From an optimization exercise on the open Yosys and OpenROAD flow, aimed at small area, a short achievable clock period and few clock cycles per item; shortcuts taken in it are not production practice. Function was checked by simulation only, so behaviour that the tests miss may differ from the original. No activity file was given, so power comes from the tool's default toggle rates.

==> trial 64 <==
Design call_arbiter, start of the top module:
module call_arbiter (
    input  wire                                  clk,
    input  wire                                  rstn,
    input  wire  [8-1:0]               call_vld_i,
    input  wire  [8*($clog2(4) + $clog2(4) + 1 + 16 + 2 * 16)-1:0]     call_req_i,
    output logic [8-1:0]               call_rdy_o,
    input  wire  [4-1:0]              child_rdy_i,
    output logic                                 call_vld_o,
    output logic [($clog2(8) + ($clog2(4) + $clog2(4) + 1 + 16 + 2 * 16))-1:0]                 call_o
);
    localparam int NP = 8;
    logic [NP-1:0]          elig;
    logic [NP-1:0]          grant;
    logic [NP-1:0]          mask;
    logic [NP-1:0]          hi;
    logic [($clog2(8) + ($clog2(4) + $clog2(4) + 1 + 16 + 2 * 16))-1:0]   sel;
    always_comb begin
        for (int p = 0; p < NP; p++) begin
            elig[p] = call_vld_i[p] &
                      child_rdy_i[call_req_i[p*($clog2(4) + $clog2(4) + 1 + 16 + 2 * 16) + (($clog2(4) + $clog2(4) + 1 + 16 + 2 * 16) - $clog2(4)) +: $clog2(4)]];
        end
    end
    always_comb begin
        hi    = elig & mask;
        grant = '0;
        if (hi != '0) begin
            grant = hi & (~hi + 1'b1);
        end else begin
            grant = elig & (~elig + 1'b1);
        end
    end
    assign call_rdy_o = grant;
    always_comb begin
        sel = '0;
        for (int p = 0; p < NP; p++) begin
            sel = sel | ({($clog2(8) + ($clog2(4) + $clog2(4) + 1 + 16 + 2 * 16)){grant[p]}} &
                         {$clog2(8)'(p), call_req_i[p*($clog2(4) + $clog2(4) + 1 + 16 + 2 * 16) +: ($clog2(4) + $clog2(4) + 1 + 16 + 2 * 16)]});
        end
    end
    always_ff @(posedge clk or negedge rstn) begin
        if (!rstn) begin
            call_vld_o <= 1'b0;
            mask       <= '1;
        end else begin
            call_vld_o <= elig != '0;
            if (elig != '0) begin
                mask <= ~((grant << 1) - 1'b1);
            end
        end
    end
    always_ff @(posedge clk) begin
        call_o <= sel;
    end
endmodule
==> module call_arbiter, before the edit <==
module call_arbiter (
    input  wire                                  clk,
    input  wire                                  rstn,
    input  wire  [8-1:0]               call_vld_i,
    input  wire  [8*($clog2(4) + $clog2(4) + 1 + 16 + 2 * 16)-1:0]     call_req_i,
    output logic [8-1:0]               call_rdy_o,
    input  wire  [4-1:0]              child_rdy_i,
    output logic                                 call_vld_o,
    output logic [($clog2(8) + ($clog2(4) + $clog2(4) + 1 + 16 + 2 * 16))-1:0]                 call_o
);
    localparam int NP = 8;
    logic [NP-1:0]          elig;
    logic [NP-1:0]          grant;
    logic [NP-1:0]          mask;
    logic [NP-1:0]          hi;
    logic [($clog2(8) + ($clog2(4) + $clog2(4) + 1 + 16 + 2 * 16))-1:0]   sel;
    always_comb begin
        for (int p = 0; p < NP; p++) begin
            elig[p] = call_vld_i[p] &
                      child_rdy_i[call_req_i[p*($clog2(4) + $clog2(4) + 1 + 16 + 2 * 16) + (($clog2(4) + $clog2(4) + 1 + 16 + 2 * 16) - $clog2(4)) +: $clog2(4)]];
        end
    end
    always_comb begin
        hi    = elig & mask;
        grant = '0;
        if (hi != '0) begin
            grant = hi & (~hi + 1'b1);
        end else begin
            grant = elig & (~elig + 1'b1);
        end
    end
    assign call_rdy_o = grant;
    always_comb begin
        sel = '0;
        for (int p = 0; p < NP; p++) begin
            sel = sel | ({($clog2(8) + ($clog2(4) + $clog2(4) + 1 + 16 + 2 * 16)){grant[p]}} &
                         {$clog2(8)'(p), call_req_i[p*($clog2(4) + $clog2(4) + 1 + 16 + 2 * 16) +: ($clog2(4) + $clog2(4) + 1 + 16 + 2 * 16)]});
        end
    end
    always_ff @(posedge clk or negedge rstn) begin
        if (!rstn) begin
            call_vld_o <= 1'b0;
            mask       <= '1;
        end else begin
            call_vld_o <= elig != '0;
            if (elig != '0) begin
                mask <= ~((grant << 1) - 1'b1);
            end
        end
    end
    always_ff @(posedge clk) begin
        call_o <= sel;
    end
endmodule
make LEC_CHECK=0 ABC_CLOCK_PERIOD_IN_PS=2000 CAP_MARGIN=20 CORE_AREA='2.5 2.5 177.5 177.5' DIE_AREA='0 0 180 180' SETUP_SLACK_MARGIN=1.5 SLEW_MARGIN=20 finish   # period 4.0 ns
run.sh (not shown) runs the stock make flow with config.mk's settings and CLKGATE_MAP_FILE= SYNTH_SCRIPT=/design/flow/synth_recipe.tcl, a recipe that flattens the netlist after the stock synthesis.
==> inputs of build 71, as changes to trial 64 <==
--- a/flow/design.v
+++ b/flow/design.v
@@ -1 +1,41 @@
+`timescale 1ns/100ps
+`default_nettype none
+module rr_picker (
+    input  wire  [8-1:0]               call_vld_i,
+    input  wire  [8*$clog2(4)-1:0]   child_i,
+    input  wire  [4-1:0]              child_rdy_i,
+    input  wire  [8-1:0]               mask_i,
+    output logic                                 any_o,
+    output logic [8-1:0]               grant_o
+);
+    localparam int NP = 8;
+    logic [NP-1:0] elig;
+    logic [NP-1:0] kill;
+    logic [NP-1:0] mask;
+    assign mask = {mask_i[NP-1:1], 1'b0};
+    logic [4-1:0] dec [NP];
+    always_comb begin
+        for (int p = 0; p < NP; p++) begin
+            for (int c = 0; c < 4; c++) begin
+                dec[p][c] = call_vld_i[p] & (child_i[p*$clog2(4) +: $clog2(4)] == $clog2(4)'(c));
+            end
+            elig[p] = (dec[p] & child_rdy_i) != '0;
+        end
+    end
+    always_comb begin
+        for (int p = 0; p < NP; p++) begin
+            kill[p] = 1'b0;
+            for (int q = 0; q < NP; q++) begin
+                if (q < p) begin
+                    kill[p] = kill[p] | (elig[q] & ~(~mask[q] & mask[p]));
+                end else if (q > p) begin
+                    kill[p] = kill[p] | (elig[q] & mask[q] & ~mask[p]);
+                end
+            end
+            grant_o[p] = elig[p] & ~kill[p];
+        end
+    end
+    assign any_o = elig != '0;
+endmodule
+`default_nettype wire
 `timescale 1ns/100ps
@@ -13,22 +53,22 @@
     localparam int NP = 8;
-    logic [NP-1:0]          elig;
-    logic [NP-1:0]          grant;
-    logic [NP-1:0]          mask;
-    logic [NP-1:0]          hi;
-    logic [($clog2(8) + ($clog2(4) + $clog2(4) + 1 + 16 + 2 * 16))-1:0]   sel;
+    logic [NP*$clog2(4)-1:0]  child;
+    logic [NP-1:0]              grant;
+    logic                       any;
+    logic [NP-1:0]              mask;
+    logic [NP-1:0]              mask_next;
+    logic [($clog2(8) + ($clog2(4) + $clog2(4) + 1 + 16 + 2 * 16))-1:0]       sel;
     always_comb begin
         for (int p = 0; p < NP; p++) begin
-            elig[p] = call_vld_i[p] &
-                      child_rdy_i[call_req_i[p*($clog2(4) + $clog2(4) + 1 + 16 + 2 * 16) + (($clog2(4) + $clog2(4) + 1 + 16 + 2 * 16) - $clog2(4)) +: $clog2(4)]];
+            child[p*$clog2(4) +: $clog2(4)] =
+                call_req_i[p*($clog2(4) + $clog2(4) + 1 + 16 + 2 * 16) + (($clog2(4) + $clog2(4) + 1 + 16 + 2 * 16) - $clog2(4)) +: $clog2(4)];
         end
     end
-    always_comb begin
-        hi    = elig & mask;
-        grant = '0;
-        if (hi != '0) begin
-            grant = hi & (~hi + 1'b1);
-        end else begin
-            grant = elig & (~elig + 1'b1);
-        end
-    end
+    rr_picker i_pick (
+        .call_vld_i (call_vld_i),
+        .child_i    (child),
+        .child_rdy_i(child_rdy_i),
+        .mask_i     (mask),
+        .any_o      (any),
+        .grant_o    (grant)
+    );
     assign call_rdy_o = grant;
@@ -41,2 +81,10 @@
     end
+    always_comb begin
+        for (int q = 0; q < NP; q++) begin
+            mask_next[q] = 1'b0;
+            for (int p = 0; p < q; p++) begin
+                mask_next[q] = mask_next[q] | grant[p];
+            end
+        end
+    end
     always_ff @(posedge clk or negedge rstn) begin
@@ -44,7 +92,7 @@
             call_vld_o <= 1'b0;
-            mask       <= '1;
+            mask       <= '0;
         end else begin
-            call_vld_o <= elig != '0;
-            if (elig != '0) begin
-                mask <= ~((grant << 1) - 1'b1);
+            call_vld_o <= any;
+            if (any) begin
+                mask <= mask_next;
             end
==> flow/flow/run.sh (new file) <==
#!/bin/bash
# The standard layout (standard.sh), with three changes:
# - synthesis maps the rr_picker module (the pick behind call_rdy_o and
#   call_o) with a delay-oriented ABC script, see my_synth.tcl; all else as
#   standard
# - port buffers are plain buf_1 cells instead of the delay cells that
#   buffer_ports picks by default
# - the pick's ports are placed together, see io.tcl
set -euo pipefail
export BUFFER_PORTS_ARGS="-buffer_cell sky130_fd_sc_hd__buf_1"
export IO_CONSTRAINTS="$PWD/flow/io.tcl"
sed "s#SYNTH_SCRIPT=[^ ]*#SYNTH_SCRIPT=$PWD/flow/my_synth.tcl#" standard.sh > own_standard.sh
grep -q "SYNTH_SCRIPT=$PWD/flow/my_synth.tcl" own_standard.sh
bash own_standard.sh > flow_make.log 2>&1
==> flow/flow/fast.script (new file) <==
strash
dch
map -p
mfs2
strash
dch
map -p
buffer -c
topo
stime -c
upsize -c
dnsize -c
==> flow/flow/io.tcl (new file) <==
# keep the ports of the pick (offers, child bits, child readiness and
# call_rdy_o) together on one stretch of the bottom edge, so the path from
# them through the pick back to call_rdy_o stays short
set_io_pin_constraint -region bottom:50-120 -pin_names [list \
    {call_vld_i[0]} \
    {call_vld_i[1]} \
    {call_vld_i[2]} \
    {call_vld_i[3]} \
    {call_vld_i[4]} \
    {call_vld_i[5]} \
    {call_vld_i[6]} \
    {call_vld_i[7]} \
    {child_rdy_i[0]} \
    {child_rdy_i[1]} \
    {child_rdy_i[2]} \
    {child_rdy_i[3]} \
    {call_rdy_o[0]} \
    {call_rdy_o[1]} \
    {call_rdy_o[2]} \
    {call_rdy_o[3]} \
    {call_rdy_o[4]} \
    {call_rdy_o[5]} \
    {call_rdy_o[6]} \
    {call_rdy_o[7]} \
    {call_req_i[51]} \
    {call_req_i[52]} \
    {call_req_i[104]} \
    {call_req_i[105]} \
    {call_req_i[157]} \
    {call_req_i[158]} \
    {call_req_i[210]} \
    {call_req_i[211]} \
    {call_req_i[263]} \
    {call_req_i[264]} \
    {call_req_i[316]} \
    {call_req_i[317]} \
    {call_req_i[369]} \
    {call_req_i[370]} \
    {call_req_i[422]} \
    {call_req_i[423]} \
]
==> flow/flow/my_synth.tcl (new file) <==
# The standard synthesis (synth_recipe.tcl, sourced unchanged), except that
# ABC first maps the round-robin pick module (rr_picker, which drives
# call_rdy_o and the call_o multiplexer) with a delay-oriented script; the
# second call then maps the rest as the standard synthesis does
set own_dir [file dirname [file normalize [info script]]]
set fast_script [file join $own_dir fast.script]
proc abc {args} {
  set i [lsearch -exact $args -script]
  set fast_args [lreplace $args [expr {$i + 1}] [expr {$i + 1}] $::fast_script]
  yosys abc {*}$fast_args rr_picker
  yosys abc {*}$args
}
source [file join [file dirname $own_dir] synth_recipe.tcl]
==> flow/standard.sh (new file) <==
#!/bin/bash
# synth_recipe.tcl (not shown) runs the flow's synth.tcl, then flattens the netlist and writes it again
# the make line also repeats each setting of config.mk as NAME=value (left out here)
make -C /OpenROAD-flow-scripts/flow DESIGN_CONFIG=/design/flow/config.mk WORK_HOME=/design/flow/orfs CLKGATE_MAP_FILE= SYNTH_SCRIPT=/design/flow/synth_recipe.tcl "${@:-finish}"
Settings changed: ABC_CLOCK_PERIOD_IN_PS 2000 to not set, CORE_AREA 2.5 2.5 177.5 177.5 to 2.5 2.5 169.5 169.5, CTS_BUF_LIST set to sky130_fd_sc_hd__clkbuf_8, DIE_AREA 0 0 180 180 to 0 0 172 172, SYNTH_HIERARCHICAL set to 1, TNS_END_PERCENT set to 0.
removed: flow/run.sh
==> key figures <==
Timing
  – Setup WS post-layout: 0.671 ns
  – Max Fclk: 0.300 GHz

Final layout
  – Most frequent cells in the layout: 467 x clkdlybuf4s50_1, 105 x a222oi_1, 56 x nand3_1, 56 x dfxtp_1, 52 x a22oi_1
  – Layout area overhead: 179%
  – Util after Layout: 37.8%
  – Diodes inserted: 4

GRT
  – GRT Total Usage: 19.9%
  – Initial antenna violation count: 5

Power
  – P_seq: 1.14 mW
  – Flop pwr share: 22.8%

Status
  – Status: no timing/DRC/antenna violations

Min path
  – Hold Path Depth: 2

Worst setup path
  – Crit. path cell count: 8

Route
  – DR vias/cell: 5.01

Clock tree
  – Post-CTS sizing: 192
  – Clock Sink Count: 65

Synth
  – Syn nets: 870
  – Avg Inst Size Synth: 9.54 um2
  – Most common cell in the synthesized netlist: a222oi_1
  – Post-synth top area cell: dfxtp_1
The numbers above come from trial 64.

==> key figures <==
Place
  – Dpl ws: 0.721 ns

Clock tree
  – Post-CTS sizing: 50
  – Clock Sink Count: 64

Power
  – Flop pwr share: 32.1%
  – P_seq: 1.09 mW

Synth
  – Avg Inst Size Synth: 8.42 um2
  – Syn nets: 952

Route
  – DR vias/cell: 5.04

Final layout
  – Layout area overhead: 64.6%
  – Most frequent cells in the layout: 476 x buf_1, 213 x a22oi_1, 83 x nand4_1
  – Util after Layout: 25.8%
  – Diodes inserted: 7

Timing
  – Setup WS post-layout: 1.13 ns

GRT
  – Initial antenna violation count: 10
  – GRT Total Usage: 17.2%

Status
  – Status: no timing/DRC/antenna violations

Worst setup path
  – CP delay by family, top: simple AND/OR/NAND/NOR gates
  – Crit. path cell count: 7
The numbers above come from build 71.

Testbench counts of trial 64, summed over its fixed seeds: cycles 3,319, calls 3,072.
Testbench counts of build 71, summed over its fixed seeds: cycles 3,319, calls 3,072.

re-timing with driven ports:
No port has a modelled driver above. Below, the same layouts with a new extraction and two added sets of constraints. Step 1 assumes that a clkbuf_16 drives the clock port and a buf_2 every other input. Step 2 adds t to the input delays and takes it off the output delays; t is the mean of the earliest and latest rising clock arrival at the registers after step 1. Input paths then give back, and output paths get back, about the clock's delay inside the block. Slacks: ideal ports / drivers / drivers and shift; pairs: ideal ports / drivers.
run | t (ns) | slack for setup (ns) | worst setup path at the end
trial 64 | 0.384 | 0.671 / 0.631 / 0.427 | input to register
build 71 | 0.384 | 1.131 / 1.085 / 0.764 | input to register
After both steps every run listed still meets setup and hold. For build 71, which loses most, drivers alone change the setup slack by -0.046 ns; drivers and shift together by -0.367 ns.
